What follows belongs to an exercise in optimizing a design on an open flow for small area and a short achievable clock period; a production flow would make more cautious choices. Only simulation tests tie the RTL to the original design; equivalence was not proved.

`flow/constraint.sdc`:
```
create_clock -name core_clock -period 8.0 [get_ports {clk}]
set_input_delay 1.6000 -clock core_clock [delete_from_list [all_inputs] [get_ports {clk}]]
set_output_delay 1.6000 -clock core_clock [all_outputs]
set_load 0.01 [all_outputs]
```
`flow/design.v`:
```
module layer_blend #(
    parameter logic [23:0] BG_RGB    = 24'h000000,
    parameter logic        SYNC_IDLE = 1'b1
) (
    input  logic        clk,
    input  logic        rst,
    input  logic [31:0] color_rgba_top,
    input  logic [31:0] color_rgba_mid,
    input  logic [31:0] color_rgba_bot,
    input  logic        bright_in,
    input  logic        hsync_in,
    input  logic        vsync_in,
    output logic [23:0] rgb_out,
    output logic        bright_out,
    output logic        hsync_out,
    output logic        vsync_out
);
    function automatic logic [7:0] blend_ch(input logic [7:0] fg, input logic [7:0] bg,
                                            input logic [7:0] a);
        logic [8:0]  a9;
        logic [8:0]  inv9;
        logic [15:0] sum;
        a9   = {1'b0, a} + {8'd0, a[7]};
        inv9 = 9'd256 - a9;
        sum  = ({8'd0, fg} * {7'd0, a9}) + ({8'd0, bg} * {7'd0, inv9});
        blend_ch = sum[15:8];
    endfunction
    function automatic logic [23:0] blend_px(input logic [31:0] fg_rgba, input logic [23:0] bg);
        blend_px = {blend_ch(fg_rgba[31:24], bg[23:16], fg_rgba[7:0]),
                blend_ch(fg_rgba[23:16], bg[15:8],  fg_rgba[7:0]),
                blend_ch(fg_rgba[15:8],  bg[7:0],   fg_rgba[7:0])};
    endfunction
    logic [23:0] s1_rgb_r;
    logic [23:0] s2_rgb_r;
    logic [31:0] mid_d1_r;
    logic [31:0] top_d1_r;
    logic [31:0] top_d2_r;
    logic [1:0]  bright_sr_r;
    logic [1:0]  hsync_sr_r;
    logic [1:0]  vsync_sr_r;
    logic [23:0] s3_rgb_s;
    always_ff @(posedge clk) begin
        if (rst) begin
            s1_rgb_r <= 24'h000000;
            mid_d1_r <= 32'h00000000;
            top_d1_r <= 32'h00000000;
        end else begin
            s1_rgb_r <= blend_px(color_rgba_bot, BG_RGB);
            mid_d1_r <= color_rgba_mid;
            top_d1_r <= color_rgba_top;
        end
    end
    always_ff @(posedge clk) begin
        if (rst) begin
            s2_rgb_r <= 24'h000000;
            top_d2_r <= 32'h00000000;
        end else begin
            s2_rgb_r <= blend_px(mid_d1_r, s1_rgb_r);
            top_d2_r <= top_d1_r;
        end
    end
    always_comb begin
        s3_rgb_s = 24'h000000;
        if (bright_sr_r[1]) begin
            s3_rgb_s = blend_px(top_d2_r, s2_rgb_r);
        end else begin
            s3_rgb_s = 24'h000000;
        end
    end
    always_ff @(posedge clk) begin
        if (rst) begin
            bright_sr_r <= 2'b00;
            hsync_sr_r  <= {2{SYNC_IDLE}};
            vsync_sr_r  <= {2{SYNC_IDLE}};
        end else begin
            bright_sr_r <= {bright_sr_r[0], bright_in};
            hsync_sr_r  <= {hsync_sr_r[0], hsync_in};
            vsync_sr_r  <= {vsync_sr_r[0], vsync_in};
        end
    end
    always_ff @(posedge clk) begin
        if (rst) begin
            rgb_out    <= 24'h000000;
            bright_out <= 1'b0;
            hsync_out  <= SYNC_IDLE;
            vsync_out  <= SYNC_IDLE;
        end else begin
            rgb_out    <= s3_rgb_s;
            bright_out <= bright_sr_r[1];
            hsync_out  <= hsync_sr_r[1];
            vsync_out  <= vsync_sr_r[1];
        end
    end
endmodule
```
`flow/config.mk`:
```
export PLATFORM = sky130hd
export DESIGN_NAME = layer_blend
export DESIGN_NICKNAME = layer_blend
export VERILOG_FILES = /design/flow/design.v
export SDC_FILE = /design/flow/constraint.sdc
export NUM_CORES = 4
export LEC_CHECK = 0
export CAP_MARGIN = 20
export CORE_MARGIN = 2
export CORE_UTILIZATION = 40
export SLEW_MARGIN = 20
```
`flow/run.sh`:
```
#!/bin/bash
# synth_recipe.tcl (not shown) runs the flow's synth.tcl, then flattens the netlist and writes it again
# the make line also repeats each setting of config.mk as NAME=value (left out here)
make -C /OpenROAD-flow-scripts/flow DESIGN_CONFIG=/design/flow/config.mk WORK_HOME=/design/flow/orfs CLKGATE_MAP_FILE= SYNTH_SCRIPT=/design/flow/synth_recipe.tcl finish
```
==> impl_metrics.json, run 1 <==
{
  "grt_pass1_vias": 29100,
  "hold_path.class": "reg -> reg",
  "async_flop_share": 0,
  "drt_wl_total_um": 92400,
  "synth-edff-count": 0,
  "synthToLayoutAreaGrowth_pct": 8.91,
  "ys_types": 70,
  "status": "no timing/DRC/antenna violations",
  "tns_ns": 0,
  "seq_area_um2": 3540,
  "die_h_um": 315,
  "dr_total_vias": 26900,
  "gp_congestion": 0.857,
  "cts_hold_buffers": 0,
  "clock.fmax_ghz": 0.132,
  "synth_compound_area_frac": 0.0355,
  "syn_area_um2": 38600,
  "io_pins": 128,
  "post-route-util": 0.437,
  "period_share": 0.944,
  "drc": 0,
  "drt_first_pass_iters": 7,
  "cts_root_buf": "clkbuf_16",
  "synth_fa_ha_area_frac": 0.539,
  "grt_max_degree": 61,
  "post-place-cells": 5553,
  "rows": 114,
  "worstPathRequired_ns": 8.40,
  "hpwlAfterDp_um": 74900,
  "synth_xor_area_frac": 0.0323,
  "die_w_um": 315,
  "maxSlewHeadroom": 0.279,
  "max-cap-violations": 0,
  "min_period_ns": 7.55,
  "setup_viol": 0,
  "cp-end-kind": "flop",
  "grt_first_pass_wirelength_um": 153000,
  "htreeDepth": 4,
  "n_antenna_cell": 0,
  "cts_resized": 0,
  "rsz0062_at_grt": "no",
  "tritoncts": "done",
  "critPathKind": "reg -> reg",
  "synth_top_family_by_area": "adder cells",
  "arrival_ns": 7.95,
  "drive_above_1_share": 0.0327,
  "synth.mux.area_fraction": 0.00210,
  "worstMarginPinSlew_ns": 1.07,
  "yosysSeqAreaShare": 0.0917,
  "hold_violations": 0,
  "hold_ws_ns": 0.437,
  "stdcell_count": 5585,
  "insertion_delay_ns": 0.53,
  "numCtsBuffers": 17,
  "fin_nets": 5607,
  "dieArea_um2": 99100,
  "cp-start-kind": "flop",
  "clockBufferDepth": 2,
  "multiInputGateArea_um2": 31000,
  "io_buffers": 127,
  "avgRoutedWirePerCell_um": 16.5,
  "synthSimpleGateAreaFrac": 0.191,
  "globalRouteTotalUtil": 0.197,
  "final_max_slew_viol_count": 0,
  "overflow": 0,
  "cp_max_fo": 11,
  "cts_sinks": 177,
  "drtAntennaViolNets": 0,
  "fillers": 9505,
  "postCtsSetupBuffers": 0,
  "synth_cells": 4241,
  "ys_warn_count": 1,
  "coreArea_um2": 96300,
  "synthFlopType": "dfxtp_1",
  "synth_area_per_cell_um2": 9.11,
  "avgViaCountPerCell": 4.82,
  "clkTransAtPathRegs_ns": 0.08,
  "initial_core_util": 0.401,
  "ys_seq_elements": 177,
  "synth_nets": 5552,
  "skew_ns": 0.0220,
  "antenna_found_initial": 1,
  "drt_iter0_drc": 1169
}
==> cell usage after synthesis, types with 5 or more instances <==
master     instances  area share
inv_1            949       0.092
fa_1             756        0.39
and2_1           519       0.084
nand2_1          477       0.046
ha_1             454        0.15
nor2b_1          185       0.030
dfxtp_1          177       0.092
clkbuf_1         122       0.012
nor2_1            98      0.0095
xnor2_1           84       0.019
xor2_1            51       0.012
a21oi_1           47      0.0061
nor3_1            25      0.0032
o21ai_0           23      0.0030
a21o_1            22      0.0043
nand2b_1          20      0.0032
buf_1             18      0.0017
buf_2             17      0.0022
nand4_1           16      0.0026
o21a_1            15      0.0029
nand3_1           14      0.0018
a31oi_1           11      0.0018
nand3b_1          10      0.0019
or2_2             10      0.0016
mux2i_1            7      0.0018
o41ai_1            7      0.0016
a2111oi_0          6      0.0014
o2111ai_1          6      0.0014
a211oi_1           5     0.00097
and4_1             5      0.0011
o211a_1            5      0.0013
o211ai_1           5     0.00097
o21bai_1           5     0.00097
o2bb2ai_1          5      0.0011
o41a_1             5      0.0015
==> sequential cells by signal, indices dropped and copies added, names as in the netlist, 2 cells and up <==
signal and count:
s1_rgb_r 24, top_d2_r 32, vsync_sr_r 2, top_d1_r 32, hsync_sr_r 2, bright_sr_r 2
rgb_out 24, s2_rgb_r 24, mid_d1_r 32
==> placed cells by master, fill, tap and decap left out, types with 6 or more instances in the layout <==
cell	synthesis	routed
buf_4	3	72
xor2_2	1	6
inv_1	949	949
a21oi_1	47	47
xor2_1	51	46
a2111oi_0	6	6
o21ai_0	23	23
nor2_1	98	98
clkbuf_16	0	17
nand3_1	14	14
o2111ai_1	6	6
nor3_1	25	25
a31oi_1	11	11
a21o_1	22	22
ha_1	454	454
nand4_1	16	16
and2_1	519	519
o21a_1	15	15
nand3b_1	10	10
nand2_1	477	477
xnor2_1	84	78
clkdlybuf4s50_1	0	126
or2_2	10	10
dfxtp_1	177	177
mux2i_1	7	7
nand2b_1	20	20
fa_1	756	756
xnor2_2	3	8
nor2b_1	185	185
o41ai_1	7	7
==> final timing paths <==
path / start / cells past startpoint / endpoint / slack [ns]
setup / recovery: top_d2_r[0] / 25 / rgb_out[23] / 0.45
hold / removal: top_d1_r[20] / 1 / top_d2_r[20] / 0.44
setup reg to reg: top_d2_r[0] / 25 / rgb_out[23] / 0.45
hold reg to reg: top_d1_r[20] / 1 / top_d2_r[20] / 0.44
==> layer usage <==
| layer | vias to the layer above | routed length (um) | GRT usage |
|---|---|---|---|
| met2 | 486 | 44800 | 0.336 |
| met1 | 13700 | 41300 | 0.260 |
| met4 | 0 | 1900 | 0.0466 |
| li1 | 12700 | - | - |
| met3 | 92 | 4390 | 0.0339 |
| met5 | - | 0 | 0 |
==> per-stage QoR <==
step	setup WS, ns	cell area, um2
6_report	0.446	42100
5_1_grt	0.0590	42100
4_1_cts	0.345	42100
3_5_place_dp	0.352	41500
3_3_place_gp	0.470	41500
2_1_floorplan	0.785	38600
==> area by class of cell <==
class                      count  area share
clock buffer                  18      0.0102
clock inverter                14     0.00389
inverter                     949      0.0846
multi-input combinational   2952       0.736
sequential                   177      0.0842
tap                         1276      0.0379
timing repair buffer         199      0.0431
==> logic make-up after synthesis <==
| kind of cell | count (synthesis) |
|---|---|
| adder cells (fa/ha/maj) | 1210 |
| flip-flops | 177 |
| XOR/XNOR | 139 |
| AO/OA/AOI/OAI | 193 |
| multiplexers | 8 |
| buffers and inverters | 1112 |
| AND/OR/NAND/NOR | 1402 |
==> critical path: stages, from the launching register on <==
cell and delay (ns):
dfxtp_1 0.32, ha_1 0.20, ha_1 0.31, xnor2_1 0.18
a31oi_1 0.45, nor4b_4 0.10, xnor2_1 0.69, buf_4 0.34
nand2_1 0.09, fa_1 0.47, fa_1 0.51, inv_1 0.05
fa_1 0.55, fa_1 0.43, fa_1 0.49, inv_1 0.05
fa_1 0.47, inv_1 0.04, ha_1 0.26, o21a_1 0.13
o2bb2ai_1 0.11, o41a_1 0.46, a2111oi_0 0.39, a211oi_1 0.10
xnor2_1 0.18, nor2_1 0.05
==> run 2: changes to the inputs <==
==> flow/design.v (replaced) <==
module layer_blend #(
    parameter logic [23:0] BG_RGB    = 24'h000000,
    parameter logic        SYNC_IDLE = 1'b1
) (
    input  logic        clk,
    input  logic        rst,
    input  logic [31:0] color_rgba_top,
    input  logic [31:0] color_rgba_mid,
    input  logic [31:0] color_rgba_bot,
    input  logic        bright_in,
    input  logic        hsync_in,
    input  logic        vsync_in,
    output logic [23:0] rgb_out,
    output logic        bright_out,
    output logic        hsync_out,
    output logic        vsync_out
);
    function automatic logic [7:0] blend_ch(input logic [7:0] fg, input logic [7:0] bg,
                                            input logic [7:0] a);
        logic [15:0] sum;
        sum = {8'd0, (a[7] ? fg : bg)};
        for (int i = 0; i < 8; i++)
            sum = sum + ({8'd0, (a[i] ? fg : bg)} << i);
        blend_ch = sum[15:8];
    endfunction
    function automatic logic [23:0] blend_px(input logic [31:0] fg_rgba, input logic [23:0] bg);
        blend_px = {blend_ch(fg_rgba[31:24], bg[23:16], fg_rgba[7:0]),
                    blend_ch(fg_rgba[23:16], bg[15:8],  fg_rgba[7:0]),
                    blend_ch(fg_rgba[15:8],  bg[7:0],   fg_rgba[7:0])};
    endfunction
    logic [23:0] s1_rgb_r;
    logic [23:0] s2_rgb_r;
    logic [31:0] mid_d1_r;
    logic [31:0] top_d1_r;
    logic [31:0] top_d2_r;
    logic [1:0]  bright_sr_r;
    logic [1:0]  hsync_sr_r;
    logic [1:0]  vsync_sr_r;
    always_ff @(posedge clk) begin
        s1_rgb_r <= blend_px(color_rgba_bot, BG_RGB);
        mid_d1_r <= color_rgba_mid;
        top_d1_r <= color_rgba_top;
        s2_rgb_r <= blend_px(mid_d1_r, s1_rgb_r);
        top_d2_r <= top_d1_r;
    end
    always_ff @(posedge clk) begin
        if (rst) begin
            bright_sr_r <= 2'b00;
            hsync_sr_r  <= {2{SYNC_IDLE}};
            vsync_sr_r  <= {2{SYNC_IDLE}};
            bright_out  <= 1'b0;
            hsync_out   <= SYNC_IDLE;
            vsync_out   <= SYNC_IDLE;
        end else begin
            bright_sr_r <= {bright_sr_r[0], bright_in};
            hsync_sr_r  <= {hsync_sr_r[0], hsync_in};
            vsync_sr_r  <= {vsync_sr_r[0], vsync_in};
            bright_out  <= bright_sr_r[1];
            hsync_out   <= hsync_sr_r[1];
            vsync_out   <= vsync_sr_r[1];
        end
    end
    always_ff @(posedge clk) begin
        if (rst || !bright_sr_r[1]) rgb_out <= 24'h000000;
        else                        rgb_out <= blend_px(top_d2_r, s2_rgb_r);
    end
endmodule
==> run 2 against run 1 <==
Final cell count decreased by 43%. Worst setup slack improved by 1.3 ns. Sequential share of layout area increased by 4.7 points. Clock skew decreased by 0.0081 ns. Count of clock-buffer cells in the layout increased by 2. First-iteration DRC count decreased by 43%. Via count decreased by 40%. Routed wire length decreased by 39%. Hold slack got worse by 0.11 ns.
==> impl_metrics.json, run 2 <==
{
  "worstMarginPinSlew_ns": 1.04,
  "initial_core_util": 0.403,
  "clockBufferDepth": 2,
  "synth_commonest_cells": "inv_1 (438), fa_1 (396), ha_1 (252), mux2i_1 (237), dfxtp_1 (177)",
  "skew_ns": 0.0139,
  "ys_seq_elements": 177,
  "final_common_cell": "inv_1",
  "crit_path_frequent_cell": "fa_1",
  "drive_above_1_share": 0.0912,
  "status": "no timing/DRC/antenna violations",
  "overflow": 0,
  "min_period_ns": 6.29,
  "final_max_slew_viol_count": 0,
  "drt_wl_total_um": 56100,
  "synthFlopType": "dfxtp_1",
  "synth.mux.area_fraction": 0.166,
  "hold_ws_ns": 0.327,
  "reg_top3": "mid_d1_r x32, top_d1_r x32, top_d2_r x32",
  "synth_top_area_share": 0.327,
  "synth-edff-count": 0,
  "grt_first_pass_wirelength_um": 93600,
  "synthSimpleGateAreaFrac": 0.0819,
  "rows": 90,
  "dieArea_um2": 62600,
  "ys_warn_count": 1,
  "n_antenna_cell": 0,
  "arrival_ns": 6.65,
  "synth_compound_area_frac": 0.0489,
  "ys_types": 63,
  "tritoncts": "done",
  "slowest_delay_ns": 1.16,
  "top_layer": "met4",
  "yosysSeqAreaShare": 0.146,
  "yosysTopAreaCell": "fa_1",
  "synth_nets": 3062,
  "setup_viol": 0,
  "drt_first_pass_iters": 8,
  "avgViaCountPerCell": 5.05,
  "globalRouteTotalUtil": 0.187,
  "postCtsSetupBuffers": 0,
  "cts_sinks": 177,
  "hold_path.class": "reg -> reg",
  "path_cells": "clkdlybuf4s50_1 -> nand2_1 -> fa_1 -> fa_1 -> inv_1 -> fa_1 -> fa_1 -> ha_1 -> nor3_1 -> o21ai_0 -> a31oi_1 -> o21ai_2 -> mux2i_1 -> a2111oi_0",
  "io_buffers": 127,
  "drc": 0,
  "synth_xor_area_frac": 0.0195,
  "fillers": 5717,
  "synth_area_per_cell_um2": 10.5,
  "die_h_um": 250,
  "die_w_um": 250,
  "synthToLayoutAreaGrowth_pct": 11.1,
  "cp_max_fo": 27,
  "grt_pass1_vias": 17800,
  "syn_area_um2": 24200,
  "cts_resized": 0,
  "route.met3.wl_um": 1970,
  "grt_max_degree": 29,
  "hold_violations": 0,
  "rsz0062_at_grt": "no",
  "synth_fa_ha_area_frac": 0.457,
  "final_cell_mix": "inv_1 (438), fa_1 (396), ha_1 (252)",
  "synth_top_family_by_area": "adder cells",
  "antenna_found_initial": 1,
  "insertion_delay_ns": 0.47,
  "wl_met1_um": 26000,
  "cp-end-kind": "flop",
  "synth_cells": 2313,
  "routed-wl-met2_um": 26800,
  "clock.fmax_ghz": 0.159,
  "hpwlAfterDp_um": 45600,
  "htreeDepth": 4,
  "crit_path_top_delay_cell": "clkdlybuf4s50_1",
  "io_pins": 128,
  "clkTransAtPathRegs_ns": 0.08,
  "cts_root_buf": "clkbuf_16",
  "drt_iter0_drc": 669,
  "numCtsBuffers": 17,
  "synth_area_leaders": "fa_1 (33%), dfxtp_1 (15%), ha_1 (13%)",
  "coreArea_um2": 60100,
  "avgRoutedWirePerCell_um": 17.6,
  "drtAntennaViolNets": 0,
  "cts_hold_buffers": 0,
  "critPathTopFamily": "adder cells",
  "synth_most_common_cell": "inv_1",
  "period_share": 0.786,
  "fin_nets": 3147,
  "max-cap-violations": 0,
  "critPathKind": "in -> reg",
  "worst-path-buf-inv": 2,
  "cp-start-kind": "input port",
  "async_flop_share": 0,
  "tns_ns": 0,
  "dr_total_vias": 16100,
  "gp_congestion": 0.876,
  "worstPathRequired_ns": 8.36,
  "maxSlewHeadroom": 0.307
}
[run 2: cell count changes after synthesis, sizes merged, moves of 55 or more]
cell,delta
fa,-360
nor2b,-180
clkbuf,-75
xnor2,-55
inv,-511
and2,-383
nor2,-76
mux2i,+230
nand2,-388
ha,-202
mux2,+145
[run 2: stage by stage]
stage | area, um2 | util | worst slack [ns] | std cells
detailed placement | 26300 | 0.438 | 1.26 | 3161
global placement | 26300 | 0.438 | 1.30 | 3161
finish | 26900 | 0.448 | 1.71 | 3193
global route | 26900 | 0.448 | 1.42 | 3193
CTS | 26900 | 0.448 | 1.78 | 3193
floorplan | 24200 | - | 2.40 | 2313
[run 2: area by class of cell]
| class | instances | area (um2) | share of cell area |
|---|---|---|---|
| multi-input cells | 1618 | 18700 | 0.696 |
| flip-flops and latches | 177 | 3540 | 0.132 |
| inverters | 438 | 1640 | 0.0611 |
| repair buffers | 146 | 1410 | 0.0525 |
| well taps | 782 | 978 | 0.0363 |
| clock buffers | 20 | 457 | 0.0170 |
| clock inverters | 12 | 146 | 0.00544 |
[run 2: kinds of logic after synthesis]
group           count (synthesis)
compound gates                170
xor+xnor                       54
fa+ha+maj                     648
buf+inv                       518
flops                         177
mux                           383
simple gates                  363
[run 2: per-layer routing]
layer	track usage	vias up
met3	0.0237	62
met5	0	-
li1	-	7658
met2	0.314	318
met1	0.250	8075
met4	0.0602	0
[run 2: worst paths after layout]
kind                            slack, ns  cells after the start            to               from
worst min register to register       0.33                      0  top_d2_r[13]       top_d1_r[13]
worst min-delay path                 0.33                      0  top_d2_r[13]       top_d1_r[13]
worst max-delay path                 1.71                     14  s1_rgb_r[15]  color_rgba_bot[7]
worst max register to register       2.43                     15  s2_rgb_r[15]        mid_d1_r[3]

==> what the ideal ports hide <==
How much do the figures lean on ideal ports? The routed layouts below were timed once more, with nothing changed but the port constraints.
Step 1 (the two cells are an assumption about what drives the block):
set clk [get_ports {clk}]
set_driving_cell -lib_cell sky130_fd_sc_hd__clkbuf_16 $clk
set_driving_cell -lib_cell sky130_fd_sc_hd__buf_2 [delete_from_list [all_inputs] $clk]
Step 2 times the ports against the registers' clock, not the clock port: input delays grow and output delays shrink by t, the midpoint of the rising clock arrivals with the driver on.
a / b / c = ideal / step 1 / step 2; a / b = the first two.
| run | t, ns | setup WS [ns] | hold WS [ns] | clock arrival spread, ns |
|---|---|---|---|---|
| run 1 | 0.577 | 0.446 / 0.446 / 0.446 | 0.437 / 0.437 / 0.437 | 0.025 / 0.024 |
| run 2 | 0.524 | 1.711 / 1.743 / 1.219 | 0.327 / 0.327 / 0.327 | 0.014 / 0.014 |
After both steps every run listed still meets setup and hold. For run 2, which loses most, drivers alone change the setup slack by +0.032 ns; drivers and shift together by -0.492 ns.
